Source: an optimization exercise on an open RTL-to-GDS flow (aim: small area, a short achievable clock period and few clock cycles per item). Production flows keep margins and buffers that such runs may drop. Function was not checked in any run shown here: the RTL went through the layout flow alone. Power and IR drop assume default switching activity.

==> design.v <==
package gbp_pkg;
	localparam logic [7:0] TERM_RESET = 8'd13;
	localparam logic [7:0] CH_SPACE = 8'h20;
	localparam logic [7:0] CH_MINUS = 8'h2D;
	localparam logic [7:0] CH_POINT = 8'h2E;
	localparam logic [7:0] CH_A = 8'h41;
	localparam logic [7:0] CH_F = 8'h46;
	localparam logic [7:0] CH_G = 8'h47;
	localparam logic [7:0] CH_L = 8'h4C;
	localparam logic [7:0] CH_M = 8'h4D;
	localparam logic [7:0] CH_N = 8'h4E;
	localparam logic [7:0] CH_U = 8'h55;
	localparam logic [7:0] CH_V = 8'h56;
	localparam logic [7:0] CH_W = 8'h57;
	typedef logic [3:0] kind_t;
	localparam kind_t K_NONE = 4'd0;
	localparam kind_t K_N    = 4'd1;
	localparam kind_t K_G    = 4'd2;
	localparam kind_t K_M    = 4'd3;
	localparam kind_t K_F    = 4'd4;
	localparam kind_t K_L    = 4'd5;
	localparam kind_t K_W    = 4'd6;
	localparam kind_t K_U    = 4'd7;
	localparam kind_t K_V    = 4'd8;
	localparam kind_t K_A    = 4'd9;
	function automatic kind_t kind_of(input logic [7:0] c);
		kind_t k;
		case (c)
			CH_N: k = K_N;
			CH_G: k = K_G;
			CH_M: k = K_M;
			CH_F: k = K_F;
			CH_L: k = K_L;
			CH_W: k = K_W;
			CH_U: k = K_U;
			CH_V: k = K_V;
			CH_A: k = K_A;
			default: k = K_NONE;
		endcase
		kind_of = k;
	endfunction
endpackage
module gcode_block_parser_top #(
	parameter int AXIS_WORD_CHARS = 15,
	parameter int INT_WORD_DIGITS = 4
) (
	input  logic        clk,
	input  logic        arst_n,
	input  logic        cfg_we,
	input  logic [7:0]  cfg_wdata,
	input  logic        char_valid,
	input  logic [7:0]  char_in,
	output logic        char_ready,
	output logic        block_valid,
	input  logic        block_ready,
	output logic [13:0] block_number,
	output logic [1:0]  code_letter,
	output logic [6:0]  code_number,
	output logic [13:0] feed_value,
	output logic [13:0] repeat_count,
	output logic [31:0] x_milli,
	output logic [31:0] y_milli,
	output logic [31:0] z_milli,
	output logic [31:0] a_milli
);
	localparam int MAX_LIM = (AXIS_WORD_CHARS > INT_WORD_DIGITS) ? AXIS_WORD_CHARS
		: INT_WORD_DIGITS;
	localparam int CNT_W = $clog2(MAX_LIM + 1);
	localparam logic [CNT_W-1:0] LIM_AXIS = CNT_W'(AXIS_WORD_CHARS);
	localparam logic [CNT_W-1:0] LIM_INT = CNT_W'(INT_WORD_DIGITS);
	localparam logic [CNT_W-1:0] LIM_CODE = CNT_W'(2);
	localparam bit INT_SAT = (INT_WORD_DIGITS > 4);
	localparam int AW = 36;
	logic [7:0]       term_q;
	logic             cv_q;       
	logic [7:0]       c_q;        
	logic             ct_q;       
	logic             dg_q;       
	logic [14:0]      wt_q;       
	logic             bv_q;       
	logic             first_q;    
	logic             cr_q;       
	logic             tk_q;       
	gbp_pkg::kind_t            kind_q;
	logic             pw_q;       
	logic [CNT_W-1:0] cnt_q;
	logic             neg_q, pt_q, st_q, en_q, ovf_q;
	logic [1:0]       fd_q;
	logic             mul10_q;    
	logic [1:0]       wsel_q;     
	logic [AW-1:0]    acc_q;
	logic [13:0]      f_n, f_feed, f_rep;
	logic [1:0]       f_cl;
	logic [6:0]       f_cn;
	logic [31:0]      f_x, f_y, f_z, f_a;
	assign char_ready   = cr_q;
	assign block_valid  = bv_q;
	assign block_number = f_n;
	assign code_letter  = f_cl;
	assign code_number  = f_cn;
	assign feed_value   = f_feed;
	assign repeat_count = f_rep;
	assign x_milli      = f_x;
	assign y_milli      = f_y;
	assign z_milli      = f_z;
	assign a_milli      = f_a;
	logic take, stall, proc;
	logic cv_d, ct_d;
	assign take  = char_valid && cr_q;
	assign stall = cv_q && bv_q && (!first_q || ct_q);
	assign proc  = cv_q && !stall;
	assign cv_d  = stall ? cv_q : take;
	assign ct_d  = stall ? ct_q : (char_in == term_q);
	logic dig_in;
	assign dig_in = (char_in[7:4] == 4'h3) && (char_in[3:0] <= 4'd9);
	logic [7:0] c;
	logic       digit, is_sp, is_minus, is_point;
	logic       k_int, k_nl, k_fl, k_axis, early;
	logic [CNT_W-1:0] limit, cnt_inc;
	assign c        = c_q;
	assign digit    = dg_q;
	assign is_sp    = (c == gbp_pkg::CH_SPACE);
	assign is_minus = (c == gbp_pkg::CH_MINUS);
	assign is_point = (c == gbp_pkg::CH_POINT);
	assign k_nl     = (kind_q == gbp_pkg::K_N) || (kind_q == gbp_pkg::K_G) || (kind_q == gbp_pkg::K_M);
	assign k_fl     = (kind_q == gbp_pkg::K_F) || (kind_q == gbp_pkg::K_L);
	assign k_int    = k_nl || k_fl;
	assign k_axis   = (kind_q == gbp_pkg::K_W) || (kind_q == gbp_pkg::K_U) || (kind_q == gbp_pkg::K_V) || (kind_q == gbp_pkg::K_A);
	assign cnt_inc  = cnt_q + CNT_W'(1);
	always_comb begin
		case (kind_q)
			gbp_pkg::K_F: early = is_sp || (c == gbp_pkg::CH_N) || (c == gbp_pkg::CH_L);
			gbp_pkg::K_L: early = is_sp || (c == gbp_pkg::CH_N) || (c == gbp_pkg::CH_F);
			gbp_pkg::K_W, gbp_pkg::K_U, gbp_pkg::K_V, gbp_pkg::K_A: early = is_sp || (c == gbp_pkg::CH_N);
			default: early = 1'b0;
		endcase
	end
	always_comb begin
		case (kind_q)
			gbp_pkg::K_G, gbp_pkg::K_M: limit = LIM_CODE;
			gbp_pkg::K_W, gbp_pkg::K_U, gbp_pkg::K_V, gbp_pkg::K_A: limit = LIM_AXIS;
			default: limit = LIM_INT;
		endcase
	end
	logic word_open, absorb, open_new, wr;
	assign word_open = (kind_q != gbp_pkg::K_NONE) && !pw_q;
	assign absorb    = proc && !ct_q && word_open && !early;
	assign open_new  = proc && !ct_q && !(word_open && !early);
	assign wr        = pw_q || (proc && (kind_q != gbp_pkg::K_NONE) && (ct_q || early));
	logic add;
	logic n_neg, n_pt, n_st, n_en;
	logic [1:0] n_fd;
	always_comb begin
		add = 1'b0;
		n_neg = neg_q;
		n_pt = pt_q;
		n_st = st_q;
		n_en = en_q;
		n_fd = fd_q;
		if (k_nl) begin
			if (!en_q && !(is_sp && !st_q)) begin
				if (digit) begin
					n_st = 1'b1;
					add = 1'b1;
				end else begin
					n_en = 1'b1;
				end
			end
		end else if (k_fl) begin
			add = digit;
		end else begin
			if (!en_q) begin
				if (is_minus) begin
					if (st_q) n_en = 1'b1;
					else begin
						n_st = 1'b1;
						n_neg = 1'b1;
					end
				end else if (is_point) begin
					if (pt_q) n_en = 1'b1;
					else begin
						n_pt = 1'b1;
						n_st = 1'b1;
					end
				end else if (digit) begin
					n_st = 1'b1;
					if (!pt_q) add = 1'b1;
					else if (fd_q != 2'd3) begin
						add = 1'b1;
						n_fd = fd_q + 2'd1;
					end
				end
			end
		end
	end
	logic       mul10;
	logic       o_axis;
	logic [1:0] n_wsel, wsel_d;
	logic       neg_d;
	assign mul10 = mul10_q;
	assign o_axis = (gbp_pkg::kind_of(c) == gbp_pkg::K_W) || (gbp_pkg::kind_of(c) == gbp_pkg::K_U)
		|| (gbp_pkg::kind_of(c) == gbp_pkg::K_V) || (gbp_pkg::kind_of(c) == gbp_pkg::K_A);
	assign n_wsel = !k_axis ? 2'd3 : (!n_pt ? 2'd0 : n_fd + 2'd1);
	assign wsel_d = absorb ? n_wsel : (open_new ? (o_axis ? 2'd0 : 2'd3) : wsel_q);
	assign neg_d  = absorb ? n_neg : (open_new ? 1'b0 : neg_q);
	logic [13:0] bw;
	always_comb begin
		bw = 14'd0;
		case ({wsel_d, char_in[3:0]})
			{2'd0, 4'd1}: bw = 14'd1000;
			{2'd0, 4'd2}: bw = 14'd2000;
			{2'd0, 4'd3}: bw = 14'd3000;
			{2'd0, 4'd4}: bw = 14'd4000;
			{2'd0, 4'd5}: bw = 14'd5000;
			{2'd0, 4'd6}: bw = 14'd6000;
			{2'd0, 4'd7}: bw = 14'd7000;
			{2'd0, 4'd8}: bw = 14'd8000;
			{2'd0, 4'd9}: bw = 14'd9000;
			{2'd1, 4'd1}: bw = 14'd100;
			{2'd1, 4'd2}: bw = 14'd200;
			{2'd1, 4'd3}: bw = 14'd300;
			{2'd1, 4'd4}: bw = 14'd400;
			{2'd1, 4'd5}: bw = 14'd500;
			{2'd1, 4'd6}: bw = 14'd600;
			{2'd1, 4'd7}: bw = 14'd700;
			{2'd1, 4'd8}: bw = 14'd800;
			{2'd1, 4'd9}: bw = 14'd900;
			{2'd2, 4'd1}: bw = 14'd10;
			{2'd2, 4'd2}: bw = 14'd20;
			{2'd2, 4'd3}: bw = 14'd30;
			{2'd2, 4'd4}: bw = 14'd40;
			{2'd2, 4'd5}: bw = 14'd50;
			{2'd2, 4'd6}: bw = 14'd60;
			{2'd2, 4'd7}: bw = 14'd70;
			{2'd2, 4'd8}: bw = 14'd80;
			{2'd2, 4'd9}: bw = 14'd90;
			{2'd3, 4'd0}: bw = 14'd0;
			{2'd3, 4'd1}: bw = 14'd1;
			{2'd3, 4'd2}: bw = 14'd2;
			{2'd3, 4'd3}: bw = 14'd3;
			{2'd3, 4'd4}: bw = 14'd4;
			{2'd3, 4'd5}: bw = 14'd5;
			{2'd3, 4'd6}: bw = 14'd6;
			{2'd3, 4'd7}: bw = 14'd7;
			{2'd3, 4'd8}: bw = 14'd8;
			{2'd3, 4'd9}: bw = 14'd9;
			default: bw = 14'd0;
		endcase
	end
	logic [AW-1:0] op1, op2, op3, csa_s, csa_c, acc_sum;
	logic          acc_oor;
	assign op1 = mul10 ? {acc_q[AW-4:0], 3'b000} : '0;
	assign op2 = mul10 ? {acc_q[AW-2:0], 1'b0} : acc_q;
	assign op3 = {{(AW-15){wt_q[14]}}, wt_q};
	assign csa_s = op1 ^ op2 ^ op3;
	assign csa_c = (op1 & op2) | (op1 & op3) | (op2 & op3);
	assign acc_sum = csa_s + {csa_c[AW-2:0], wt_q[14]};
	assign acc_oor  = (acc_q[AW-1:31] != '0) && (acc_q[AW-1:31] != '1);
	logic        sat;
	logic [31:0] axis_val;
	logic [13:0] int_val;
	assign sat      = ovf_q || acc_oor;
	assign axis_val = sat ? {neg_q, {31{!neg_q}}} : acc_q[31:0];
	assign int_val  = (INT_SAT && (sat || (acc_q[31:0] > 32'd16383))) ? 14'd16383 : acc_q[13:0];
	logic emit, bv_d, first_d;
	assign emit    = proc && ct_q;
	assign bv_d    = emit || (bv_q && !block_ready);
	assign first_d = emit;
	always_ff @(posedge clk or negedge arst_n) begin
		if (!arst_n) begin
			term_q <= gbp_pkg::TERM_RESET;
			cv_q <= 1'b0;
			bv_q <= 1'b0;
			cr_q <= 1'b1;
			tk_q <= 1'b1;
			kind_q <= gbp_pkg::K_NONE;
			pw_q <= 1'b0;
		end else begin
			if (cfg_we) term_q <= cfg_wdata;
			cv_q <= cv_d;
			bv_q <= bv_d;
			cr_q <= !(bv_d && (!first_d || (cv_d && ct_d)));
			tk_q <= bv_q && block_ready;
			if (absorb) begin
				pw_q <= (cnt_inc >= limit);
			end else if (open_new) begin
				kind_q <= gbp_pkg::kind_of(c);
				pw_q <= 1'b0;
			end else if (emit || pw_q) begin
				kind_q <= gbp_pkg::K_NONE;
				pw_q <= 1'b0;
			end
		end
	end
	always_ff @(posedge clk) begin
		if (!stall) begin
			c_q <= char_in;
			dg_q <= dig_in;
			wt_q <= {neg_d, bw ^ {14{neg_d}}};
		end
		ct_q <= ct_d;
		first_q <= first_d;
		if (absorb) begin
			cnt_q <= cnt_inc;
			neg_q <= n_neg;
			pt_q <= n_pt;
			st_q <= n_st;
			en_q <= n_en;
			fd_q <= n_fd;
			mul10_q <= !(k_axis && n_pt);
			wsel_q <= wsel_d;
			if (add) begin
				acc_q <= acc_sum;
				ovf_q <= ovf_q || acc_oor;
			end
		end else if (open_new) begin
			cnt_q <= '0;
			neg_q <= 1'b0;
			pt_q <= 1'b0;
			st_q <= 1'b0;
			en_q <= 1'b0;
			fd_q <= 2'd0;
			mul10_q <= 1'b1;
			wsel_q <= wsel_d;
			acc_q <= '0;
			ovf_q <= 1'b0;
		end
	end
	logic w_n, w_c, w_f, w_l, w_x, w_y, w_z, w_a;
	logic h_n, h_c, h_f, h_l, h_x, h_y, h_z, h_a;
	assign w_n = wr && (kind_q == gbp_pkg::K_N);
	assign w_c = wr && (kind_q == gbp_pkg::K_G || kind_q == gbp_pkg::K_M);
	assign w_f = wr && (kind_q == gbp_pkg::K_F);
	assign w_l = wr && (kind_q == gbp_pkg::K_L);
	assign w_x = wr && (kind_q == gbp_pkg::K_W);
	assign w_y = wr && (kind_q == gbp_pkg::K_U);
	assign w_z = wr && (kind_q == gbp_pkg::K_V);
	assign w_a = wr && (kind_q == gbp_pkg::K_A);
	assign h_n = !w_n && !tk_q;
	assign h_c = !w_c && !tk_q;
	assign h_f = !w_f && !tk_q;
	assign h_l = !w_l && !tk_q;
	assign h_x = !w_x && !tk_q;
	assign h_y = !w_y && !tk_q;
	assign h_z = !w_z && !tk_q;
	assign h_a = !w_a && !tk_q;
	logic [1:0] cl_val;
	assign cl_val = (kind_q == gbp_pkg::K_G) ? 2'd1 : 2'd2;
	always_ff @(posedge clk) begin
		f_n    <= ({14{w_n}} & int_val) | ({14{h_n}} & f_n);
		f_cl   <= ({2{w_c}} & cl_val) | ({2{h_c}} & f_cl);
		f_cn   <= ({7{w_c}} & int_val[6:0]) | ({7{h_c}} & f_cn);
		f_feed <= ({14{w_f}} & int_val) | ({14{h_f}} & f_feed);
		f_rep  <= ({14{w_l}} & int_val) | ({14{h_l}} & f_rep) | {13'd0, tk_q && !w_l};
		f_x    <= ({32{w_x}} & axis_val) | ({32{h_x}} & f_x);
		f_y    <= ({32{w_y}} & axis_val) | ({32{h_y}} & f_y);
		f_z    <= ({32{w_z}} & axis_val) | ({32{h_z}} & f_z);
		f_a    <= ({32{w_a}} & axis_val) | ({32{h_a}} & f_a);
	end
endmodule
==> flow/run.sh <==
#!/bin/bash
set -euo pipefail
bash standard.sh "BUFFER_PORTS_ARGS=-buffer_cell sky130_fd_sc_hd__buf_1" finish > flow_make.log 2>&1
==> standard.sh <==
#!/bin/bash
# synth_recipe.tcl (not shown) runs the flow's synth.tcl, then flattens the netlist and writes it again
# the make line also repeats each setting of config.mk as NAME=value (left out here)
make -C /OpenROAD-flow-scripts/flow DESIGN_CONFIG=/design/flow/config.mk WORK_HOME=/design/flow/orfs CLKGATE_MAP_FILE= SYNTH_SCRIPT=/design/flow/synth_recipe.tcl "${@:-finish}"
==> config.mk <==
export PLATFORM = sky130hd
export DESIGN_NAME = gcode_block_parser_top
export DESIGN_NICKNAME = gcode_block_parser_top
export VERILOG_FILES = /design/flow/design.v
export SDC_FILE = /design/flow/constraint.sdc
export NUM_CORES = 4
export LEC_CHECK = 0
export ABC_AREA = 1
export CAP_MARGIN = 20
export CORE_MARGIN = 2
export CORE_UTILIZATION = 40
export SETUP_SLACK_MARGIN = 4.5
export SLEW_MARGIN = 20
==> constraint.sdc <==
create_clock -name core_clock -period 8.0 [get_ports {clk}]
set_input_delay 1.6000 -clock core_clock [delete_from_list [all_inputs] [get_ports {clk}]]
set_output_delay 1.6000 -clock core_clock [all_outputs]
set_load 0.01 [all_outputs]
==> summary.txt, run 1 <==
Status
  – Status: no timing/DRC/antenna violations

Placement
  – RD Place Congestion: 0.910
  – Detailed placement HPWL: 28,000 um
  – IO Port Bufs: 201
  – Worst slack, placed: 3.93 ns

Detailed routing
  – Via count: 12,730
  – Initial drt markers: 979
  – DR vias/cell: 5.17
  – Total wire length: 40,700 um
  – Routed Antenna Nets: 0
  – DRC viols: 0
  – Mean routed wirelength per cell: 16.5 um
  – DRT Pass-1 Iters: 8

Layout
  – Nets: 2,083
  – Share of cells above drive strength 1: 9.44%
  – Inserted Diodes: 0
  – Area delta synth->final: 18.4%

Synthesis
  – Synth top area cells: dfxtp_1 (25%), edfxtp_1 (15%), o21ai_0 (9.8%)
  – Synth Instances: 1,795
  – Syn nets: 1,899
  – Count of state elements after synthesis: 272
  – Post-Syn Area: 14,400 um^2
  – Synth Area per Inst: 8.00 um^2
  – Top FF cell, synth: dfxtp_1
  – Number of synthesized flops with an enable pin: 73
  – Register area share after synthesis: 43.6%
  – Ys async rst share: 6.25%
  – Synth warn: 1
  – Area leader, netlist: dfxtp_1
  – Synth cell types: 52
  – Yosys top cell area share: 25.4%

Critical path
  – Data arrival, critical path: 3.67 ns
  – Slowest cell on crit path: fa_1
  – Crit. End Element: register
  – CP peak stage delay: 0.51 ns
  – Worst path most repeated cell: nand2_1
  – CP delay by family, top: adder cells
  – Worst-path maximum fanout: 17
  – Critical path class: reg -> reg
  – WP buf/inv: 4
  – Worst Path Required: 8.33 ns
  – CP Cell Sequence: buf_6 -> buf_16 -> o21a_1 -> fa_1 -> inv_1 -> ha_1 -> nand2_1 -> inv_1 -> a21oi_2 -> nand2_2 -> a21oi_4 -> o21ai_2 -> nand2_1 -> nand2_1 -> nor2_1 -> nor2_1
  – CP Launch Type: register

Pwr
  – Leak pwr: 7.36 nW
  – Sw Pwr: 1.04 mW
  – Comb power frac: 19.3%
  – Switch share: 29.4%
  – Clock power frac: 38.7%
  – Internal: 2.50 mW
  – VDD IR-drop max: 165 uV
  – Total power: 3.54 mW
  – Sequential share of power: 42.0%
  – Pwr per Cell Area: 208 nW/um^2

Timing
  – Setup WS post-layout: 4.65 ns
  – RSZ-0062 raised after global routing: no
  – Worst-Margin Slew: 0.949 ns
  – Tcrit/Tclk final: 41.9%
  – Slew Limit Fails: 0
  – Setup TNS: 0 ns
  – Final hold vios: 0
  – Clk_skew: 0.0263 ns
  – Final setup vio count: 0
  – Slew headroom: 36.7%
  – Fmax: 299 MHz
  – Min Tclk post-route: 3.35 ns

Die
  – Full die area: 37,400 um^2
  – Initial Util: 40.5%
  – I/O Pins: 202
  – Row count: 69
  – Die Span Y: 193 um
  – Core area: 35,500 um^2
  – Die X: 193 um

Global routing
  – Largest net degree at the start of global routing: 115
  – First-pass GRT wire length: 64,300 um
  – Total GRT Usage: 20.8%
  – Initial antenna violation count: 0
  – GRT overflow: 0
  – Vias in the first global route: 12,000

CTS
  – Clock latency on the worst-skew pair: 0.58 ns
  – Num Clock Sinks: 272
  – Cts hold-fix bufs: 0
  – Reg clk slew, reported paths: 0.06 ns
  – TritonCTS buffer count: 30
  – Clock buffer depth: 3
  – Htree depth: 1
  – CTS tree: yes
  – Root buffer cell: clkbuf_16

Job
  – Max_cap viols: 0

Hold path
  – HP Class: reg -> reg
[metal layers]
layer / up-vias / routed length (um) / global-route usage, %
li1: 6362 / - / -
met3: 40 / 2510 / 2.67
met2: 348 / 18100 / 32.3
met1: 5980 / 19600 / 31.0
met4: 0 / 548 / 4.52
met5: - / 0 / 0
[Yosys cell counts, drive strengths merged, types with 2 or more instances]
library cell	n
buf	29
nor3	6
a21boi	2
a21oi	73
clkbuf	48
nand3b	2
a221oi	2
o2111ai	4
dfrtp	12
o21bai	7
o21ai	284
xnor2	8
dfstp	5
a21o	5
or2	4
nand4	14
nor4	2
a31oi	12
o21a	31
inv	269
ha	50
nor2	117
nand3	235
xor2	11
clkinv	2
fa	33
o22ai	4
mux2	8
dfxtp	182
a311oi	2
nand2	250
edfxtp	73
[worst reg2reg max path: cells and delay by family (launching register included)]
kind,cells,cell delay (ns)
flops,1,0.41
buf+inv,4,0.48
fa+ha+maj,2,0.85
compound gates,4,0.76
simple gates,6,0.62
[layout by cell type (no fill, tap or decap), types with 12 or more instances in the layout]
cell type    n
dfxtp_1    182
buf_4       21
buf_1      201
o21ai_1     12
nand2_1    235
edfxtp_1    73
o21ai_0    266
ha_1        37
dfrtp_1     12
a21oi_1     61
fa_1        33
nand3_1    230
nor2_1      99
inv_1      262
nand2_2     14
clkbuf_16   33
o21a_1      31
[sequential cells by signal, summed over array words and instances (netlist names), 2 cells and up]
signal  flops
term_q      8
f_a        32
f_y        32
f_cl        2
f_x        32
wt_q       15
f_z        32
cnt_q       4
wsel_q      2
f_rep      14
kind_q      4
f_cn        7
f_n        14
fd_q        2
acc_q      36
c_q         8
f_feed     14
[final timing paths]
check / slack, ns / cells after the start / endpoint / start
setup / recovery: 4.65 / 16 / acc_q[30]$_SDFFCE_PP0P_ / mul10_q$_SDFFCE_PP1P_
hold / removal: 0.48 / 2 / f_cl[1]$_DFF_P_ / f_cl[1]$_DFF_P_
setup reg to reg: 4.65 / 16 / acc_q[30]$_SDFFCE_PP0P_ / mul10_q$_SDFFCE_PP1P_
hold reg to reg: 0.48 / 2 / f_cl[1]$_DFF_P_ / f_cl[1]$_DFF_P_
max in group asynchronous: 6.25 / 1 / kind_q[2]$_DFFE_PN0P_ / arst_n
min in group asynchronous: 1.17 / 1 / term_q[5]$_DFFE_PN0P_ / arst_n
[power groups by stage]
| stage | Sequential [mW] | Combinational, mW | Clock [mW] |
|---|---|---|---|
| after floorplan | 1.51 | 0.432 | 0 |
| after global placement | 1.51 | 0.572 | 0 |
| after detailed placement | 1.51 | 0.579 | 0 |
| after CTS | 1.48 | 0.596 | 1.40 |
| after global routing | 1.49 | 0.766 | 1.46 |
| final | 1.48 | 0.682 | 1.37 |
[what timing repair did]
| item | in CTS | in global routing |
|---|---|---|
| gates cloned | 3 | 1 |
| gates resized for setup | 27 | 72 |
| endpoints found under the setup margin | 37 | 32 |
| buffers inserted | 7 | 7 |
| endpoints found under the hold margin | 0 | 0 |
| pin swaps | 1 | 9 |
[area by class of cell]
class / instances / area (um^2)
Timing Repair Buffer: 227 / 1010
Inverter: 271 / 1030
Multi-Input combinational cell: 1176 / 7120
Timing Repair inverter: 1 / 5.00
Clock buffer: 46 / 935
Fill cell: 3485 / 18500
Sequential cell: 272 / 6270
Clock inverter: 9 / 55.1
Tap cell: 461 / 577
[per-stage QoR]
step | hold slack [ns] | instances | utilization [%] | area (um^2)
6_report | 0.480 | 2463 | 47.9 | 17000
5_1_grt | 0.504 | 2463 | 47.9 | 17000
4_1_cts | 0.485 | 2455 | 46.9 | 16600
3_5_place_dp | 0.471 | 2390 | 43.5 | 15400
3_3_place_gp | 0.455 | 2390 | 43.5 | 15400
2_1_floorplan | 0.455 | 1795 | - | 14400
[cell families after synthesis]
group | synth area share [%]
xor+xnor | 1.16
fa+ha+maj | 8.95
compound gates | 16.5
simple gates | 19.7
mux | 0.627
buf+inv | 9.42
flops | 43.6
==> run 2: changes to the inputs <==
--- a/design.v
+++ b/design.v
@@ -39,6 +39,21 @@
 		endcase
 		kind_of = k;
 	endfunction
+	typedef logic [3:0] cls_t;
+	localparam cls_t C_OTHER = 4'd0;
+	localparam cls_t C_DIGIT = 4'd10;
+	localparam cls_t C_SPACE = 4'd11;
+	localparam cls_t C_MINUS = 4'd12;
+	localparam cls_t C_POINT = 4'd13;
+	function automatic cls_t cls_of(input logic [7:0] c);
+		cls_t k;
+		k = kind_of(c);
+		if ((c[7:4] == 4'h3) && (c[3:0] <= 4'd9)) k = C_DIGIT;
+		else if (c == CH_SPACE) k = C_SPACE;
+		else if (c == CH_MINUS) k = C_MINUS;
+		else if (c == CH_POINT) k = C_POINT;
+		cls_of = k;
+	endfunction
 endpackage
 module gcode_block_parser_top #(
 	parameter int AXIS_WORD_CHARS = 15,
@@ -73,9 +88,8 @@
 	localparam int AW = 36;
 	logic [7:0]       term_q;
 	logic             cv_q;       
-	logic [7:0]       c_q;        
+	gbp_pkg::cls_t    cls_q;      
 	logic             ct_q;       
-	logic             dg_q;       
 	logic [14:0]      wt_q;       
 	logic             bv_q;       
 	logic             first_q;    
@@ -111,17 +125,18 @@
 	assign proc  = cv_q && !stall;
 	assign cv_d  = stall ? cv_q : take;
 	assign ct_d  = stall ? ct_q : (char_in == term_q);
-	logic dig_in;
-	assign dig_in = (char_in[7:4] == 4'h3) && (char_in[3:0] <= 4'd9);
-	logic [7:0] c;
-	logic       digit, is_sp, is_minus, is_point;
+	gbp_pkg::kind_t kc;
+	logic       digit, is_sp, is_minus, is_point, is_n, is_l, is_f;
 	logic       k_int, k_nl, k_fl, k_axis, early;
 	logic [CNT_W-1:0] limit, cnt_inc;
-	assign c        = c_q;
-	assign digit    = dg_q;
-	assign is_sp    = (c == gbp_pkg::CH_SPACE);
-	assign is_minus = (c == gbp_pkg::CH_MINUS);
-	assign is_point = (c == gbp_pkg::CH_POINT);
+	assign kc       = (cls_q <= 4'd9) ? cls_q : gbp_pkg::K_NONE;    
+	assign digit    = (cls_q == gbp_pkg::C_DIGIT);
+	assign is_sp    = (cls_q == gbp_pkg::C_SPACE);
+	assign is_minus = (cls_q == gbp_pkg::C_MINUS);
+	assign is_point = (cls_q == gbp_pkg::C_POINT);
+	assign is_n     = (cls_q == gbp_pkg::K_N);
+	assign is_l     = (cls_q == gbp_pkg::K_L);
+	assign is_f     = (cls_q == gbp_pkg::K_F);
 	assign k_nl     = (kind_q == gbp_pkg::K_N) || (kind_q == gbp_pkg::K_G) || (kind_q == gbp_pkg::K_M);
 	assign k_fl     = (kind_q == gbp_pkg::K_F) || (kind_q == gbp_pkg::K_L);
 	assign k_int    = k_nl || k_fl;
@@ -129,9 +144,9 @@
 	assign cnt_inc  = cnt_q + CNT_W'(1);
 	always_comb begin
 		case (kind_q)
-			gbp_pkg::K_F: early = is_sp || (c == gbp_pkg::CH_N) || (c == gbp_pkg::CH_L);
-			gbp_pkg::K_L: early = is_sp || (c == gbp_pkg::CH_N) || (c == gbp_pkg::CH_F);
-			gbp_pkg::K_W, gbp_pkg::K_U, gbp_pkg::K_V, gbp_pkg::K_A: early = is_sp || (c == gbp_pkg::CH_N);
+			gbp_pkg::K_F: early = is_sp || is_n || is_l;
+			gbp_pkg::K_L: early = is_sp || is_n || is_f;
+			gbp_pkg::K_W, gbp_pkg::K_U, gbp_pkg::K_V, gbp_pkg::K_A: early = is_sp || is_n;
 			default: early = 1'b0;
 		endcase
 	end
@@ -198,8 +213,8 @@
 	logic [1:0] n_wsel, wsel_d;
 	logic       neg_d;
 	assign mul10 = mul10_q;
-	assign o_axis = (gbp_pkg::kind_of(c) == gbp_pkg::K_W) || (gbp_pkg::kind_of(c) == gbp_pkg::K_U)
-		|| (gbp_pkg::kind_of(c) == gbp_pkg::K_V) || (gbp_pkg::kind_of(c) == gbp_pkg::K_A);
+	assign o_axis = (kc == gbp_pkg::K_W) || (kc == gbp_pkg::K_U) || (kc == gbp_pkg::K_V)
+		|| (kc == gbp_pkg::K_A);
 	assign n_wsel = !k_axis ? 2'd3 : (!n_pt ? 2'd0 : n_fd + 2'd1);
 	assign wsel_d = absorb ? n_wsel : (open_new ? (o_axis ? 2'd0 : 2'd3) : wsel_q);
 	assign neg_d  = absorb ? n_neg : (open_new ? 1'b0 : neg_q);
@@ -284,7 +299,7 @@
 			if (absorb) begin
 				pw_q <= (cnt_inc >= limit);
 			end else if (open_new) begin
-				kind_q <= gbp_pkg::kind_of(c);
+				kind_q <= kc;
 				pw_q <= 1'b0;
 			end else if (emit || pw_q) begin
 				kind_q <= gbp_pkg::K_NONE;
@@ -294,8 +309,7 @@
 	end
 	always_ff @(posedge clk) begin
 		if (!stall) begin
-			c_q <= char_in;
-			dg_q <= dig_in;
+			cls_q <= gbp_pkg::cls_of(char_in);
 			wt_q <= {neg_d, bw ^ {14{neg_d}}};
 		end
 		ct_q <= ct_d;
==> run 2 against run 1 <==
Synthesized area shrank 0.92%. Cell count is 0.41% higher. Global-route usage increased by 0.56 points. Wire length rose by 1.8%. Die area is 0.90% lower. Critical path type unchanged. Largest cell class unchanged.
==> summary.txt, run 2 <==
Status
  – Status: no timing/DRC/antenna violations

Placement
  – Detailed placement HPWL: 29,500 um (+5.4%)
  – RD Place Congestion: 0.895 (-1.7%)
  – IO Port Bufs: 201 (unchanged)
  – Placed Area: 15,400 um^2 (-0.46%)

Synthesis
  – Yosys top cell area share: 25.6% (+0.24 points)
  – Area leader, netlist: dfxtp_1
  – Synth warn: 1 (unchanged)
  – Top FF cell, synth: dfxtp_1
  – Post-synth top cells: o21ai_0 (280), inv_1 (266), nand3_1 (245)
  – Syn nets: 1,915 (+0.84%)
  – Number of synthesized flops with an enable pin: 68 (-6.8%)
  – Count leader, synth: o21ai_0
  – Count of state elements after synthesis: 267 (-1.8%)
  – Synth Instances: 1,811 (+0.89%)
  – Post-Syn Area: 14,200 um^2 (-0.92%)
  – Synth top area cells: dfxtp_1 (26%), edfxtp_1 (14%), o21ai_0 (9.8%)
  – Ys async rst share: 6.37% (+0.12 points)
  – Register area share after synthesis: 43.0% (-0.65 points)
  – Synth cell types: 46 (-12%)
  – Synth Area per Inst: 7.86 um^2 (-1.8%)

Layout
  – Commonest non-fill, non-tap cell in the layout: o21ai_0
  – Share of cells above drive strength 1: 6.96% (-2.5 points)
  – Inserted Diodes: 0 (unchanged)
  – Largest register FFs: 36 (unchanged)
  – Nets: 2,094 (+0.53%)
  – Biggest register: acc_q
  – Fillers: 3,539 (+1.5%)
  – Most frequent cells in the layout: o21ai_0 (271), inv_1 (265), nand3_1 (245), nand2_1 (225), buf_1 (200)
  – Cell area after layout: 16,700 um^2 (-1.8%)
  – Area delta synth->final: 17.3%

Timing
  – Min Tclk post-route: 3.44 ns (+0.0894 ns)
  – Worst-Margin Slew: 0.829 ns (-0.120 ns)
  – Slew headroom: 44.7% (+8.0 points)
  – Fmax: 291 MHz (-2.6%)
  – Setup TNS: 0 ns (unchanged)
  – Final hold vios: 0 (unchanged)
  – Clk_skew: 0.0148 ns (-0.0115 ns)
  – RSZ-0062 raised after global routing: yes
  – Slew Limit Fails: 0 (unchanged)
  – Final setup vio count: 0 (unchanged)
  – Tcrit/Tclk final: 43.0% (+1.1 points)

Critical path
  – RR Endpoint: acc_q[31]$_SDFFCE_PP0P_
  – CP Cell Sequence: buf_6 -> buf_12 -> o21a_1 -> fa_1 -> inv_1 -> ha_1 -> nand2_1 -> nor2_1 -> nand2_1 -> o211ai_1 -> a21oi_2 -> o21bai_2 -> nand3_1 -> nand2_1 -> nand2_1 -> nand2_1 -> nor2_1
  – CP delay by family, top: adder cells
  – Data arrival, critical path: 3.76 ns (+0.09 ns)
  – CP peak stage delay: 0.51 ns (about the same)
  – Reg2Reg Launch Point: mul10_q$_SDFFCE_PP1P_
  – Worst-path maximum fanout: 18 (+1)
  – Slowest cell on crit path: fa_1
  – Crit. End Element: register
  – Worst path most repeated cell: nand2_1
  – WP buf/inv: 3 (-1)
  – Worst path depth: 17 (+1)
  – Cells on worst reg2reg path: 17 (+1)
  – Reg-to-reg slack, setup: 4.56 ns (-0.09 ns)
  – Worst Path Required: 8.32 ns (about the same)
  – CP Launch Type: register
  – Critical path class: reg -> reg

CTS
  – Clock latency on the worst-skew pair: 0.57 ns (about the same)
  – Clock buffer depth: 3 (unchanged)
  – Num Clock Sinks: 267 (-1.8%)
  – Root buffer cell: clkbuf_16
  – TritonCTS buffer count: 30 (unchanged)
  – CTS tree: yes
  – Cts hold-fix bufs: 0 (unchanged)
  – Htree depth: 1 (unchanged)
  – Reg clk slew, reported paths: 0.06 ns (about the same)

Global routing
  – Total GRT Usage: 21.4% (+0.56 points)
  – Initial antenna violation count: 0 (unchanged)
  – First-pass GRT wire length: 63,500 um (-1.2%)
  – GRT overflow: 0 (unchanged)
  – Vias in the first global route: 11,985 (-0.13%)
  – Largest net degree at the start of global routing: 81 (-30%)

Detailed routing
  – Via count: 12,987 (+2.0%)
  – DR vias/cell: 5.25 (+1.6%)
  – Total wire length: 41,500 um (+1.8%)
  – Initial drt markers: 781 (-20%)
  – Mean routed wirelength per cell: 16.8 um (+1.4%)
  – DRC viols: 0 (unchanged)
  – DRT Pass-1 Iters: 5 (-3)
  – Routed Antenna Nets: 0 (unchanged)

Hold path
  – HP Start: f_a[6]$_DFF_P_
  – HP Class: reg -> reg
  – Hold EP: f_a[6]$_DFF_P_
  – Hold Path Stages: 2 (unchanged)

Die
  – Die Span Y: 193 um (-0.45%)
  – Die X: 193 um (-0.45%)
  – Initial Util: 40.3% (-0.18 points)
  – I/O Pins: 202 (unchanged)
  – Core area: 35,300 um^2 (-0.49%)
  – Full die area: 37,100 um^2 (-0.90%)
  – Row count: 69 (unchanged)

Pwr
  – Pwr per Cell Area: 246 nW/um^2 (+18%)
  – VDD IR-drop max: 158 uV (-4.4%)
  – Leak pwr: 7.19 nW (-2.3%)

Job
  – Max_cap viols: 0 (unchanged)
run 2: power breakdown:
group	internal, mW	total (mW)	switching, mW	leakage, nW
sequential	1.51	1.57	0.0603	2.40
combinational	0.395	1.17	0.772	4.31
clock	0.809	1.37	0.557	0.490
total	2.71	4.10	1.39	7.19
run 2: worst max-delay path by stage:
stage | start | to
after floorplan | wt_q[14]$_DFFE_PN_ | acc_q[26]$_SDFFCE_PP0P_
after global placement | mul10_q$_SDFFCE_PP1P_ | acc_q[29]$_SDFFCE_PP0P_
after detailed placement | mul10_q$_SDFFCE_PP1P_ | acc_q[29]$_SDFFCE_PP0P_
after CTS | mul10_q$_SDFFCE_PP1P_ | acc_q[29]$_SDFFCE_PP0P_
after global routing | mul10_q$_SDFFCE_PP1P_ | acc_q[25]$_SDFFCE_PP0P_
final | mul10_q$_SDFFCE_PP1P_ | acc_q[31]$_SDFFCE_PP0P_
run 2: repair_timing:
action                     4_1_cts  5_1_grt
pin swaps                        0       10
buffers inserted                 0        8
setup endpoints to repair       72       35
resized for setup                6       52
cloned                           0        3
run 2: worst min-delay path: stages (launching register included):
cell and delay (ns):
dfxtp_1 0.31, nand3_1 0.07, o21ai_1 0.06
run 2: metrics by stage:
stage / setup WS, ns / total power, mW / utilization (%) / hold WS (ns) / cells
detailed placement: 4.20 / 2.66 / 43.5 / 0.462 / 2408
finish: 4.56 / 4.10 / 47.3 / 0.477 / 2473
global placement: 4.26 / 2.65 / 43.5 / 0.456 / 2408
CTS: 4.47 / 4.04 / 46.4 / 0.478 / 2462
floorplan: 4.64 / 2.35 / - / 0.490 / 1811
global route: 4.38 / 4.34 / 47.3 / 0.496 / 2473
run 2: logic make-up (layout without fill, tap and decap cells):
kind of cell	Yosys count	after routing	synth area share [%]
and+or+nand+nor	648	648	20.3
adders and majority gates	83	83	9.04
muxes	6	6	0.475
DFF	267	267	43.0
xor gates and xnor gates	18	18	1.11
buffers and inverters	346	547	9.20
AOI/OAI and AO/OA	443	443	16.9
run 2: cell type report:
cell class              instances  area [um^2]  area share, %
clock buffers                  45          903           5.41
clock inverters                 9         80.1          0.480
inverters                     268         1010           6.06
multi-input cells            1198         6990           41.9
flip-flops and latches        267         6120           36.6
well taps                     461          577           3.45
repair buffers                225         1010           6.06
run 2: metal layers:
layer	track usage, %	share of wire [%]	up-vias
met5	0	0	-
li1	-	-	6422
met4	4.40	1.4	0
met3	3.40	6.5	43
met2	34.3	45	352
met1	30.4	48	6170
==> run 3: changes to the inputs <==
--- a/config.mk
+++ b/config.mk
@@ -9,5 +9,5 @@
 export CAP_MARGIN = 20
 export CORE_MARGIN = 2
 export CORE_UTILIZATION = 40
-export SETUP_SLACK_MARGIN = 4.5
+export SETUP_SLACK_MARGIN = 4.8
 export SLEW_MARGIN = 20
==> run 3 against run 2 <==
Via count is 3.5% higher. Clock power hardly changed. First-iteration DRC count up 32%. Setup slack improved by 0.12 ns. Largest power group is now combinational logic.
==> summary.txt, run 3 <==
Status
  – Status: no timing/DRC/antenna violations

Placement
  – Placed cell count: 2,406 (-0.083%)
  – Detailed placement HPWL: 29,500 um (-0.15%)
  – IO Port Bufs: 201 (unchanged)
  – Worst slack, placed: 4.12 ns (-0.0762 ns)
  – RD Place Congestion: 0.896 (+0.13%)
  – Placed Area: 15,500 um^2 (+0.56%)

Critical path
  – CP delay by family, top: compound AO/OA/AOI/OAI gates
  – CP peak stage delay: 0.50 ns (about the same)
  – Crit. End Element: register
  – WP buf/inv: 4 (+1)
  – Critical path class: reg -> reg
  – Worst Path Required: 8.31 ns (about the same)
  – Data arrival, critical path: 3.63 ns (-0.13 ns)
  – Worst path most repeated cell: nand2_1
  – Slowest cell on crit path: fa_1
  – CP Launch Type: register
  – Worst-path maximum fanout: 8 (-10)
  – CP Cell Sequence: buf_6 -> buf_8 -> o21a_1 -> fa_1 -> inv_1 -> ha_4 -> a21oi_4 -> a21boi_4 -> inv_1 -> nand2_1 -> nand2_1 -> a21o_1 -> nand4_1 -> nand3_1 -> nand2_1 -> nor2_1

CTS
  – Clock buffer depth: 3 (unchanged)
  – Clock latency on the worst-skew pair: 0.58 ns (about the same)
  – Num Clock Sinks: 267 (unchanged)
  – Root buffer cell: clkbuf_16
  – Htree depth: 1 (unchanged)
  – CTS tree: yes
  – Reg clk slew, reported paths: 0.06 ns (about the same)
  – TritonCTS buffer count: 30 (unchanged)
  – Cts hold-fix bufs: 0 (unchanged)

Timing
  – Fmax: 301 MHz (+3.6%)
  – Tcrit/Tclk final: 41.5% (-1.5 points)
  – Final hold vios: 0 (unchanged)
  – Setup TNS: 0 ns (unchanged)
  – Setup WS post-layout: 4.68 ns (+0.121 ns)
  – Min Tclk post-route: 3.32 ns (-0.121 ns)
  – Slew headroom: 38.9% (-5.8 points)
  – Worst-Margin Slew: 0.916 ns (+0.0873 ns)
  – RSZ-0062 raised after global routing: yes
  – Final setup vio count: 0 (unchanged)
  – Clk_skew: 0.0202 ns (+0.00533 ns)
  – Slew Limit Fails: 0 (unchanged)

Synthesis
  – Ys async rst share: 6.37% (unchanged)
  – Area leader, netlist: dfxtp_1
  – Register area share after synthesis: 43.0% (unchanged)
  – Synth cell types: 46 (unchanged)
  – Synth warn: 1 (unchanged)
  – Count of state elements after synthesis: 267 (unchanged)
  – Post-Syn Area: 14,200 um^2 (unchanged)
  – Synth top area cells: dfxtp_1 (26%), edfxtp_1 (14%), o21ai_0 (9.8%)
  – Top FF cell, synth: dfxtp_1
  – Syn nets: 1,915 (unchanged)
  – Synth Area per Inst: 7.86 um^2 (unchanged)
  – Synth Instances: 1,811 (unchanged)
  – Count leader, synth: o21ai_0
  – Number of synthesized flops with an enable pin: 68 (unchanged)
  – Yosys top cell area share: 25.6% (unchanged)
  – Post-synth top cells: o21ai_0 (280), inv_1 (266), nand3_1 (245)

Global routing
  – Vias in the first global route: 12,269 (+2.4%)
  – Total GRT Usage: 22.0% (+0.63 points)
  – GRT overflow: 0 (unchanged)
  – Initial antenna violation count: 0 (unchanged)
  – First-pass GRT wire length: 65,400 um (+3.0%)
  – Largest net degree at the start of global routing: 92 (+14%)

Layout
  – Largest register FFs: 36 (unchanged)
  – Area delta synth->final: 26.8%
  – Nets: 2,142 (+2.3%)
  – Share of cells above drive strength 1: 16.2% (+9.3 points)
  – Commonest non-fill, non-tap cell in the layout: o21ai_0
  – Cell area after layout: 18,000 um^2 (+8.1%)
  – Post-Layout Cell Count: 2,521 (+1.9%)
  – Inserted Diodes: 0 (unchanged)
  – Biggest register: acc_q
  – Most frequent cells in the layout: o21ai_0 (250), inv_1 (244), nand3_1 (240), buf_1 (200), nand2_1 (188)

Hold path
  – HP Class: reg -> reg

Detailed routing
  – Routed Antenna Nets: 0 (unchanged)
  – DRC viols: 0 (unchanged)
  – Initial drt markers: 1,033 (+32%)
  – Total wire length: 44,200 um (+6.5%)
  – Via count: 13,436 (+3.5%)
  – DR vias/cell: 5.33 (+1.5%)
  – Mean routed wirelength per cell: 17.5 um (+4.5%)
  – DRT Pass-1 Iters: 5 (unchanged)

Die
  – I/O Pins: 202 (unchanged)
  – Core area: 35,300 um^2 (unchanged)
  – Die Span Y: 193 um (unchanged)
  – Row count: 69 (unchanged)
  – Die X: 193 um (unchanged)
  – Full die area: 37,100 um^2 (unchanged)
  – Initial Util: 40.3% (unchanged)

Job
  – Max_cap viols: 0 (unchanged)

Pwr
  – Leak pwr: 7.58 nW (+5.4%)
  – Total power: 4.54 mW (+11%)
  – VDD IR-drop max: 172 uV (+9.0%)
  – Pwr per Cell Area: 252 nW/um^2 (+2.4%)
==> run 3: path summary, 6_finish.rpt <==
kind	start	to	slack (ns)	cells after the start
max	mul10_q$_SDFFCE_PP1P_	acc_q[29]$_SDFFCE_PP0P_	4.68	16
min reg2reg	f_a[6]$_DFF_P_	f_a[6]$_DFF_P_	0.48	2
max in group asynchronous	arst_n	tk_q$_DFF_PN1_	6.69	1
max reg2reg	mul10_q$_SDFFCE_PP1P_	acc_q[29]$_SDFFCE_PP0P_	4.68	16
min	f_a[6]$_DFF_P_	f_a[6]$_DFF_P_	0.48	2
min in group asynchronous	arst_n	term_q[1]$_DFFE_PN0P_	0.97	1
==> run 3: what timing repair did <==
| item | 4_1_cts | 5_1_grt |
|---|---|---|
| resized for setup | 95 | 162 |
| pin swaps | 27 | 76 |
| setup buffers | 18 | 33 |
| cloned | 3 | 7 |
| setup endpoints to repair | 80 | 77 |
==> run 3: routing by layer <==
layer | GRT usage, % | wire (um) | vias to the layer above
met2 | 35.1 | 19900 | 447
met5 | 0 | 0 | -
met1 | 31.2 | 20200 | 6387
met3 | 3.42 | 3070 | 81
li1 | - | - | 6521
met4 | 5.34 | 1020 | 0
==> run 3: through the flow <==
step                      hold slack, ns  utilization [%]
after floorplan                    0.490                -
after global placement             0.459             43.8
after detailed placement           0.471             43.8
after CTS                          0.482             48.3
after global routing               0.509             51.1
final                              0.478             51.1
==> run 3: worst min-delay path, delay by kind of cell, from the launching register on <==
family / cells / cell delay (ns)
DFF: 1 / 0.31
AOI/OAI and AO/OA: 1 / 0.06
and+or+nand+nor: 1 / 0.07
==> run 3: final cells by class <==
type / instances / area, um^2
repair buffers: 271 / 1450
clock inverters: 12 / 100
flip-flops and latches: 267 / 6120
repair inverters: 2 / 15.0
inverters: 268 / 1020
fillers: 3354 / 17300
multi-input cells: 1198 / 7890
clock buffers: 42 / 880
well taps: 461 / 577
==> run 3: cell families after synthesis <==
| family | count (synthesis) | share of synthesized area [%] |
|---|---|---|
| flip-flops | 267 | 43.0 |
| AND/OR/NAND/NOR | 648 | 20.3 |
| buffers and inverters | 346 | 9.20 |
| AO/OA/AOI/OAI | 443 | 16.9 |
| multiplexers | 6 | 0.475 |
| XOR/XNOR | 18 | 1.11 |
| adder cells (fa/ha/maj) | 83 | 9.04 |
==> run 3: report_power, final <==
group	switching, mW	internal (mW)	leakage [nW]	total [mW]
combinational	0.986	0.613	4.71	1.60
clock	0.571	0.798	0.471	1.37
sequential	0.0635	1.51	2.40	1.57
==> run 4: changes to the inputs <==
--- a/design.v
+++ b/design.v
@@ -262,14 +262,16 @@
 			default: bw = 14'd0;
 		endcase
 	end
-	logic [AW-1:0] op1, op2, op3, csa_s, csa_c, acc_sum;
+	logic [AW-1:0] op1, op2, op3, csa_s, csa_c, sum10, sum1, acc_sum;
 	logic          acc_oor;
-	assign op1 = mul10 ? {acc_q[AW-4:0], 3'b000} : '0;
-	assign op2 = mul10 ? {acc_q[AW-2:0], 1'b0} : acc_q;
+	assign op1 = {acc_q[AW-4:0], 3'b000};
+	assign op2 = {acc_q[AW-2:0], 1'b0};
 	assign op3 = {{(AW-15){wt_q[14]}}, wt_q};
 	assign csa_s = op1 ^ op2 ^ op3;
 	assign csa_c = (op1 & op2) | (op1 & op3) | (op2 & op3);
-	assign acc_sum = csa_s + {csa_c[AW-2:0], wt_q[14]};
+	assign sum10 = csa_s + {csa_c[AW-2:0], wt_q[14]};
+	assign sum1  = acc_q + op3 + {{(AW-1){1'b0}}, wt_q[14]};
+	assign acc_sum = mul10 ? sum10 : sum1;
 	assign acc_oor  = (acc_q[AW-1:31] != '0) && (acc_q[AW-1:31] != '1);
 	logic        sat;
 	logic [31:0] axis_val;
--- a/config.mk
+++ b/config.mk
@@ -9,5 +9,5 @@
 export CAP_MARGIN = 20
 export CORE_MARGIN = 2
 export CORE_UTILIZATION = 40
-export SETUP_SLACK_MARGIN = 4.8
+export SETUP_SLACK_MARGIN = 5
 export SLEW_MARGIN = 20
==> run 4 against run 3 <==
Critical path type unchanged. Still clean on timing, DRC and antenna. Wire length up 23%. Largest cell class unchanged. Synthesized area up 14%. Sequential power is 4% higher. Clock-buffer cell count up 6. Largest power group unchanged. Sequential share of layout area decreased by 3.1 points. Register-to-register slack improved by 0.34 ns. First-iteration DRC count rose by 33%. Combinational power is 4% higher.
==> summary.txt, run 4 <==
CTS
  – Clock latency on the worst-skew pair: 0.57 ns (about the same)
  – Clock buffer depth: 3 (unchanged)
  – TritonCTS buffer count: 30 (unchanged)
  – CTS tree: yes
  – Htree depth: 1 (unchanged)
  – Num Clock Sinks: 267 (unchanged)
  – Root buffer cell: clkbuf_16
  – Reg clk slew, reported paths: 0.06 ns (about the same)
  – Cts hold-fix bufs: 0 (unchanged)

Global routing
  – Vias in the first global route: 14,764 (+20%)
  – Largest net degree at the start of global routing: 109 (+18%)
  – Total GRT Usage: 24.2% (+2.2 points)
  – First-pass GRT wire length: 81,000 um (+24%)
  – Initial antenna violation count: 0 (unchanged)
  – GRT overflow: 0 (unchanged)

Placement
  – Placed Area: 17,700 um^2 (+14%)
  – Detailed placement HPWL: 40,000 um (+36%)
  – IO Port Bufs: 201 (unchanged)
  – Placed cell count: 2,872 (+19%)
  – RD Place Congestion: 0.937 (+4.6%)

Synthesis
  – Post-synth top cells: nand2_1 (422), nand3_1 (306), inv_1 (235)
  – Syn nets: 2,352 (+23%)
  – Synth Area per Inst: 7.35 um^2 (-6.5%)
  – Area leader, netlist: dfxtp_1
  – Count leader, synth: nand2_1
  – Post-Syn Area: 16,300 um^2 (+14%)
  – Yosys top cell area share: 22.4% (-3.2 points)
  – Count of state elements after synthesis: 267 (unchanged)
  – Top FF cell, synth: dfxtp_1
  – Synth top area cells: dfxtp_1 (22%), edfxtp_1 (13%), nand2_1 (9.7%)
  – Synth warn: 1 (unchanged)
  – Register area share after synthesis: 37.6% (-5.4 points)
  – Ys async rst share: 6.37% (unchanged)
  – Synth cell types: 48 (+4.3%)
  – Number of synthesized flops with an enable pin: 68 (unchanged)
  – Synth Instances: 2,214 (+22%)

Layout
  – Largest register FFs: 36 (unchanged)
  – Most frequent cells in the layout: nand2_1 (392), nand3_1 (296), inv_1 (231), buf_1 (200), o21ai_1 (194)
  – Share of cells above drive strength 1: 12.6% (-3.6 points)
  – Final core utilization: 49.8% (-1.3 points)
  – Biggest register: acc_q
  – Cell area after layout: 19,900 um^2 (+10%)
  – Area delta synth->final: 22.2%
  – Post-Layout Cell Count: 2,981 (+18%)
  – Commonest non-fill, non-tap cell in the layout: nand2_1
  – Nets: 2,571 (+20%)
  – Inserted Diodes: 0 (unchanged)

Critical path
  – Worst Path Required: 8.29 ns (-0.02 ns)
  – Cells on worst reg2reg path: 13 (-3)
  – Critical path class: reg -> reg
  – Crit. End Element: register
  – Data arrival, critical path: 3.27 ns (-0.36 ns)
  – CP Launch Type: register
  – Worst-path maximum fanout: 12 (+4)

Timing
  – Setup TNS: 0 ns (unchanged)
  – RSZ-0062 raised after global routing: yes
  – Final setup vio count: 0 (unchanged)
  – Slew Limit Fails: 0 (unchanged)
  – Clk_skew: 0.0141 ns (-0.00606 ns)
  – Final hold vios: 0 (unchanged)
  – Min Tclk post-route: 2.98 ns (-0.337 ns)
  – Slew headroom: 27.2% (-12 points)
  – Fmax: 336 MHz (+11%)
  – Tcrit/Tclk final: 37.3% (-4.2 points)
  – Worst-Margin Slew: 1.09 ns (+0.176 ns)
  – WHS: 0.475 ns (-0.00364 ns)

Detailed routing
  – Total wire length: 54,500 um (+23%)
  – DRT Pass-1 Iters: 5 (unchanged)
  – Routed Antenna Nets: 0 (unchanged)
  – Initial drt markers: 1,374 (+33%)
  – DR vias/cell: 5.43 (+1.9%)
  – DRC viols: 0 (unchanged)
  – Mean routed wirelength per cell: 18.3 um (+4.3%)
  – Via count: 16,189 (+20%)

Pwr
  – Sequential share of power: 34.8% (about the same)
  – Clock power frac: 29.8% (-0.4 points)
  – Leak pwr: 8.44 nW (+11%)
  – Pwr per Cell Area: 236 nW/um^2 (-6.4%)
  – Switch share: 36.9% (+1.2 points)
  – VDD IR-drop max: 134 uV (-22%)
  – Sw Pwr: 1.73 mW (+6.7%)
  – Comb power frac: 35.4% (+0.2 points)
  – Internal: 2.96 mW (+1.2%)

Hold path
  – HP Class: reg -> reg
  – Hold Path Stages: 2 (unchanged)

Die
  – Die X: 206 um (+6.8%)
  – Initial Util: 40.8% (+0.46 points)
  – Die Span Y: 206 um (+6.8%)
  – I/O Pins: 202 (unchanged)
  – Core area: 39,900 um^2 (+13%)
  – Row count: 73 (+5.8%)
  – Full die area: 42,300 um^2 (+14%)

Status
  – Status: no timing/DRC/antenna violations

Job
  – Max_cap viols: 0 (unchanged)
## run 4: kinds of logic after synthesis
| kind of cell | count (synthesis) | share of synthesized area [%] |
|---|---|---|
| buf+inv | 322 | 7.51 |
| fa+ha+maj | 117 | 10.6 |
| mux | 6 | 0.415 |
| flops | 267 | 37.6 |
| simple gates | 976 | 26.5 |
| compound gates | 505 | 16.3 |
| xor+xnor | 21 | 1.13 |
## run 4: routing by layer
| layer | track usage (%) | vias to the layer above | share of wire, % |
|---|---|---|---|
| met5 | 0 | - | 0 |
| met4 | 5.55 | 0 | 2.8 |
| met3 | 3.17 | 74 | 7.4 |
| met2 | 37.4 | 548 | 43 |
| met1 | 35.6 | 7595 | 47 |
| li1 | - | 7972 | - |
## run 4: final timing paths
kind	startpoint	slack, ns	endpoint
min in group asynchronous	arst_n	1.17	term_q[7]$_DFFE_PN0P_
worst max register to register	wt_q[14]$_DFFE_PN_	5.02	acc_q[28]$_SDFFCE_PP0P_
max in group asynchronous	arst_n	6.18	kind_q[3]$_DFFE_PN0P_
worst min-delay path	f_a[0]$_DFF_P_	0.47	f_a[0]$_DFF_P_
worst max-delay path	wt_q[14]$_DFFE_PN_	5.02	acc_q[28]$_SDFFCE_PP0P_
worst min register to register	f_a[0]$_DFF_P_	0.47	f_a[0]$_DFF_P_
## run 4: power groups by stage
| stage | logic [mW] | clock network (mW) | registers (mW) |
|---|---|---|---|
| 2_1_floorplan | 0.937 | 0 | 1.64 |
| 3_3_place_gp | 1.33 | 0 | 1.66 |
| 3_5_place_dp | 1.34 | 0 | 1.66 |
| 4_1_cts | 1.36 | 1.42 | 1.63 |
| 5_1_grt | 1.82 | 1.48 | 1.64 |
| 6_report | 1.66 | 1.40 | 1.63 |
## run 4: area by class of cell
| cell class | instances | area, um^2 |
|---|---|---|
| multi-input cells | 1627 | 9860 |
| well taps | 525 | 657 |
| clock buffers | 48 | 975 |
| inverters | 245 | 937 |
| flip-flops and latches | 267 | 6120 |
| fillers | 4037 | 20000 |
| repair buffers | 262 | 1290 |
| clock inverters | 7 | 51.3 |
## run 4: worst max-delay path, stage by stage (launching register included)
cell and delay (ns):
edfxtp_1 0.39, buf_4 0.16, clkbuf_16 0.18, fa_1 0.53, ha_4 0.32, nand2_2 0.09, nor2_1 0.12, inv_1 0.09
nor2_1 0.22, nand3_1 0.20, nand2_1 0.10, nand2_1 0.05, nand3_1 0.14, a21oi_1 0.09
## run 4: what timing repair did
item,4_1_cts,5_1_grt
endpoints found under the hold margin,0,0
pin swaps,0,34
cloned,0,4
endpoints found under the setup margin,145,118
setup buffers,8,41
resized for setup,12,152
## run 4: metrics by stage
| stage | setup slack, ns | power [mW] |
|---|---|---|
| 6_report | 5.02 | 4.68 |
| 5_1_grt | 4.81 | 4.94 |
| 4_1_cts | 5.00 | 4.42 |
| 3_5_place_dp | 4.43 | 3.00 |
| 3_3_place_gp | 4.47 | 2.99 |
| 2_1_floorplan | 4.57 | 2.58 |
==> run 5: changes to the inputs <==
--- a/config.mk
+++ b/config.mk
@@ -9,5 +9,5 @@
 export CAP_MARGIN = 20
 export CORE_MARGIN = 2
 export CORE_UTILIZATION = 40
-export SETUP_SLACK_MARGIN = 5
+export SETUP_SLACK_MARGIN = 4.5
 export SLEW_MARGIN = 20
==> run 5 against run 4 <==
Still clean on timing, DRC and antenna. Wire length shrank 1.6%. Design area down 7.1%. Combinational power down 19%. Total power down 7.7%. Largest power group is now registers. Critical endpoint is now acc_q[24]$_SDFFCE_PP0P_.
==> summary.txt, run 5 <==
Status
  – Status: no timing/DRC/antenna violations

Global routing
  – Initial antenna violation count: 0 (unchanged)
  – Largest net degree at the start of global routing: 104 (-4.6%)
  – GRT overflow: 0 (unchanged)
  – Vias in the first global route: 14,598 (-1.1%)
  – Total GRT Usage: 24.4% (+0.27 points)
  – First-pass GRT wire length: 81,500 um (+0.59%)

Pwr
  – Switch share: 37.4% (+0.53 points)
  – Total power: 4.32 mW (-7.7%)
  – Pwr per Cell Area: 234 nW/um^2 (-0.70%)
  – VDD IR-drop max: 149 uV (+12%)
  – Comb power frac: 30.9% (-4.5 points)
  – Sequential share of power: 37.8% (+3.0 points)
  – Internal: 2.70 mW (-8.5%)
  – Sw Pwr: 1.62 mW (-6.4%)
  – Leak pwr: 8.07 nW (-4.4%)
  – Clock power frac: 31.3% (+1.5 points)

CTS
  – Reg clk slew, reported paths: 0.07 ns (about the same)
  – TritonCTS buffer count: 30 (unchanged)
  – CTS tree: yes
  – Clock buffer depth: 3 (unchanged)
  – Clock latency on the worst-skew pair: 0.59 ns (+0.02 ns)
  – Cts hold-fix bufs: 0 (unchanged)
  – Htree depth: 1 (unchanged)
  – Root buffer cell: clkbuf_16
  – Num Clock Sinks: 267 (unchanged)

Timing
  – Slew headroom: 32.5% (+5.3 points)
  – Final hold vios: 0 (unchanged)
  – Tcrit/Tclk final: 41.1% (+3.9 points)
  – Setup TNS: 0 ns (unchanged)
  – Min Tclk post-route: 3.29 ns (+0.309 ns)
  – Fmax: 304 MHz (-9.4%)
  – Final setup vio count: 0 (unchanged)
  – Worst-Margin Slew: 1.01 ns (-0.0798 ns)
  – Slew Limit Fails: 0 (unchanged)
  – RSZ-0062 raised after global routing: no
  – Clk_skew: 0.0244 ns (+0.0103 ns)

Critical path
  – Worst-path maximum fanout: 45 (+33)
  – Critical path class: reg -> reg
  – CP Cell Sequence: buf_12 -> inv_1 -> fa_1 -> inv_1 -> fa_1 -> nand3_1 -> nand2_1 -> nand4_1 -> nand2_1 -> nand2_1 -> nand2_1 -> nand2_1 -> nand2_1 -> nand2_1 -> nand3_1 -> a21oi_1
  – CP peak stage delay: 0.40 ns (-0.13 ns)
  – Cells on worst reg2reg path: 16 (+3)
  – Slowest cell on crit path: fa_1
  – Reg-to-reg slack, setup: 4.71 ns (-0.31 ns)
  – Data arrival, critical path: 3.61 ns (+0.34 ns)
  – Crit. End Element: register
  – Reg2Reg Launch Point: wt_q[14]$_DFFE_PN_
  – RR Endpoint: acc_q[24]$_SDFFCE_PP0P_
  – Critical Path Sink: acc_q[24]$_SDFFCE_PP0P_
  – Critical path origin: wt_q[14]$_DFFE_PN_
  – Worst path most repeated cell: nand2_1
  – CP Launch Type: register
  – Worst Path Required: 8.32 ns (+0.03 ns)

Die
  – Initial Util: 40.8% (unchanged)
  – Die X: 206 um (unchanged)
  – Die Span Y: 206 um (unchanged)
  – Row count: 73 (unchanged)
  – Full die area: 42,300 um^2 (unchanged)
  – I/O Pins: 202 (unchanged)
  – Core area: 39,900 um^2 (unchanged)

Placement
  – Placed cell count: 2,872 (unchanged)
  – RD Place Congestion: 0.989 (+5.5%)
  – Detailed placement HPWL: 41,100 um (+2.8%)
  – IO Port Bufs: 201 (unchanged)

Synthesis
  – Count leader, synth: nand2_1
  – Top FF cell, synth: dfxtp_1
  – Synth top area cells: dfxtp_1 (22%), edfxtp_1 (13%), nand2_1 (9.7%)
  – Synth cell types: 48 (unchanged)
  – Number of synthesized flops with an enable pin: 68 (unchanged)
  – Count of state elements after synthesis: 267 (unchanged)
  – Synth Instances: 2,214 (unchanged)
  – Post-synth top cells: nand2_1 (422), nand3_1 (306), inv_1 (235)
  – Post-Syn Area: 16,300 um^2 (unchanged)
  – Area leader, netlist: dfxtp_1
  – Yosys top cell area share: 22.4% (unchanged)
  – Synth warn: 1 (unchanged)
  – Ys async rst share: 6.37% (unchanged)
  – Register area share after synthesis: 37.6% (unchanged)
  – Syn nets: 2,352 (unchanged)
  – Synth Area per Inst: 7.35 um^2 (unchanged)

Hold path
  – HP Class: reg -> reg
  – Hold Path Stages: 2 (unchanged)
  – HP Start: f_y[29]$_DFF_P_

Detailed routing
  – Via count: 15,973 (-1.3%)
  – Mean routed wirelength per cell: 18.3 um (+0.13%)
  – Routed Antenna Nets: 0 (unchanged)
  – DR vias/cell: 5.45 (+0.38%)
  – Total wire length: 53,600 um (-1.6%)
  – DRC viols: 0 (unchanged)
  – DRT Pass-1 Iters: 5 (unchanged)
  – Initial drt markers: 1,649 (+20%)

Layout
  – Biggest register: acc_q
  – Post-Layout Cell Count: 2,930 (-1.7%)
  – Commonest non-fill, non-tap cell in the layout: nand2_1
  – Largest register FFs: 36 (unchanged)
  – Final core utilization: 46.3% (-3.5 points)
  – Nets: 2,519 (-2.0%)
  – Share of cells above drive strength 1: 4.24% (-8.3 points)
  – Area delta synth->final: 13.5%
  – Most frequent cells in the layout: nand2_1 (420), nand3_1 (306), inv_1 (235), buf_1 (200), dfxtp_1 (182)

Job
  – Max_cap viols: 0 (unchanged)
run 5: worst min-delay path by stage:
stage / to / slack (ns)
after detailed placement: f_cl[1]$_DFF_P_ / 0.46
after floorplan: first_q$_DFF_P_ / 0.47
after global placement: f_cl[1]$_DFF_P_ / 0.46
after CTS: f_y[29]$_DFF_P_ / 0.48
after global routing: f_y[19]$_DFF_P_ / 0.50
final: f_y[29]$_DFF_P_ / 0.47
run 5: repair_timing:
action / 4_1_cts / 5_1_grt
cloned: 0 / 0
hold endpoints to repair: 0 / 0
setup buffers: 0 / 2
setup endpoints to repair: 50 / 21
gates resized for setup: 2 / 7
run 5: logic make-up (layout without fill, tap and decap cells):
kind of cell | after synthesis | count (layout) | share of synthesized area, %
mux | 6 | 6 | 0.415
flops | 267 | 267 | 37.6
fa+ha+maj | 117 | 117 | 10.6
other cells | 0 | 1 | 0
buf+inv | 322 | 512 | 7.51
xor+xnor | 21 | 21 | 1.13
compound gates | 505 | 505 | 16.3
simple gates | 976 | 976 | 26.5
run 5: power groups by stage:
stage | logic (mW) | clock network [mW] | registers (mW)
floorplan | 0.882 | 0 | 1.64
global placement | 1.30 | 0 | 1.66
detailed placement | 1.30 | 0 | 1.66
CTS | 1.31 | 1.38 | 1.63
global route | 1.49 | 1.43 | 1.64
finish | 1.34 | 1.35 | 1.63
run 5: worst max-delay path, delay by kind of cell, from the launching register on:
family                   cells  cell delay (ns)
AND/OR/NAND/NOR             10             1.25
AO/OA/AOI/OAI                1             0.10
adder cells (fa/ha/maj)      2             0.71
flip-flops                   1             0.37
buffers and inverters        3             0.58
run 5: final cells by class:
type | count | area, um^2
multi-input cells | 1625 | 8960
clock buffers | 48 | 891
diodes | 1 | 2.50
fillers | 4117 | 21400
clock inverters | 7 | 70.1
well taps | 525 | 657
inverters | 245 | 926
flip-flops and latches | 267 | 6120
repair buffers | 212 | 851
run 5: per-stage QoR:
| step | hold slack [ns] | area [um^2] | setup WS, ns |
|---|---|---|---|
| global route | 0.496 | 18500 | 4.50 |
| global placement | 0.456 | 17500 | 4.41 |
| detailed placement | 0.462 | 17500 | 4.37 |
| finish | 0.475 | 18500 | 4.71 |
| CTS | 0.479 | 18400 | 4.62 |
| floorplan | 0.466 | 16300 | 4.53 |
run 5: layer usage:
metal / share of wire [%] / vias up / GRT usage (%)
met4: 3.8 / 0 / 9.22
met1: 45 / 7407 / 34.5
li1: - / 7878 / -
met3: 7.4 / 102 / 4.05
met2: 44 / 586 / 37.3
met5: 0 / - / 0

[re-timing with driven ports]
In the flow no input, the clock included, has a driving cell. The finished layouts below were timed again as built, in two steps. Step 1 assumes that a clkbuf_16 drives the clock port and a buf_2 every other input. Step 2 times the ports against the registers' clock, not the clock port: input delays grow and output delays shrink by t, the midpoint of the rising clock arrivals with the driver on. a / b / c = no drivers / after step 1 / after step 2; a / b = the first two.
run | t, ns | setup slack, ns | hold WS [ns] | worst setup path after step 2 | worst data-port slew with drivers (ns)
run 1 | 0.613 | 4.651 / 4.651 / 4.507 | 0.480 / 0.480 / 0.480 | input to register | 0.03
run 2 | 0.613 | 4.562 / 4.562 / 4.543 | 0.477 / 0.477 / 0.477 | input to register | 0.03
run 3 | 0.614 | 4.683 / 4.683 / 4.566 | 0.478 / 0.478 / 0.478 | input to register | 0.03
run 4 | 0.611 | 5.020 / 5.020 / 4.597 | 0.475 / 0.475 / 0.475 | input to register | 0.04
run 5 | 0.635 | 4.711 / 4.711 / 4.553 | 0.475 / 0.475 / 0.475 | input to register | 0.05
After both steps setup and hold are still met in every run listed. For run 4, which loses most, drivers alone change the setup slack by 0.000 ns; drivers and shift together by -0.423 ns.
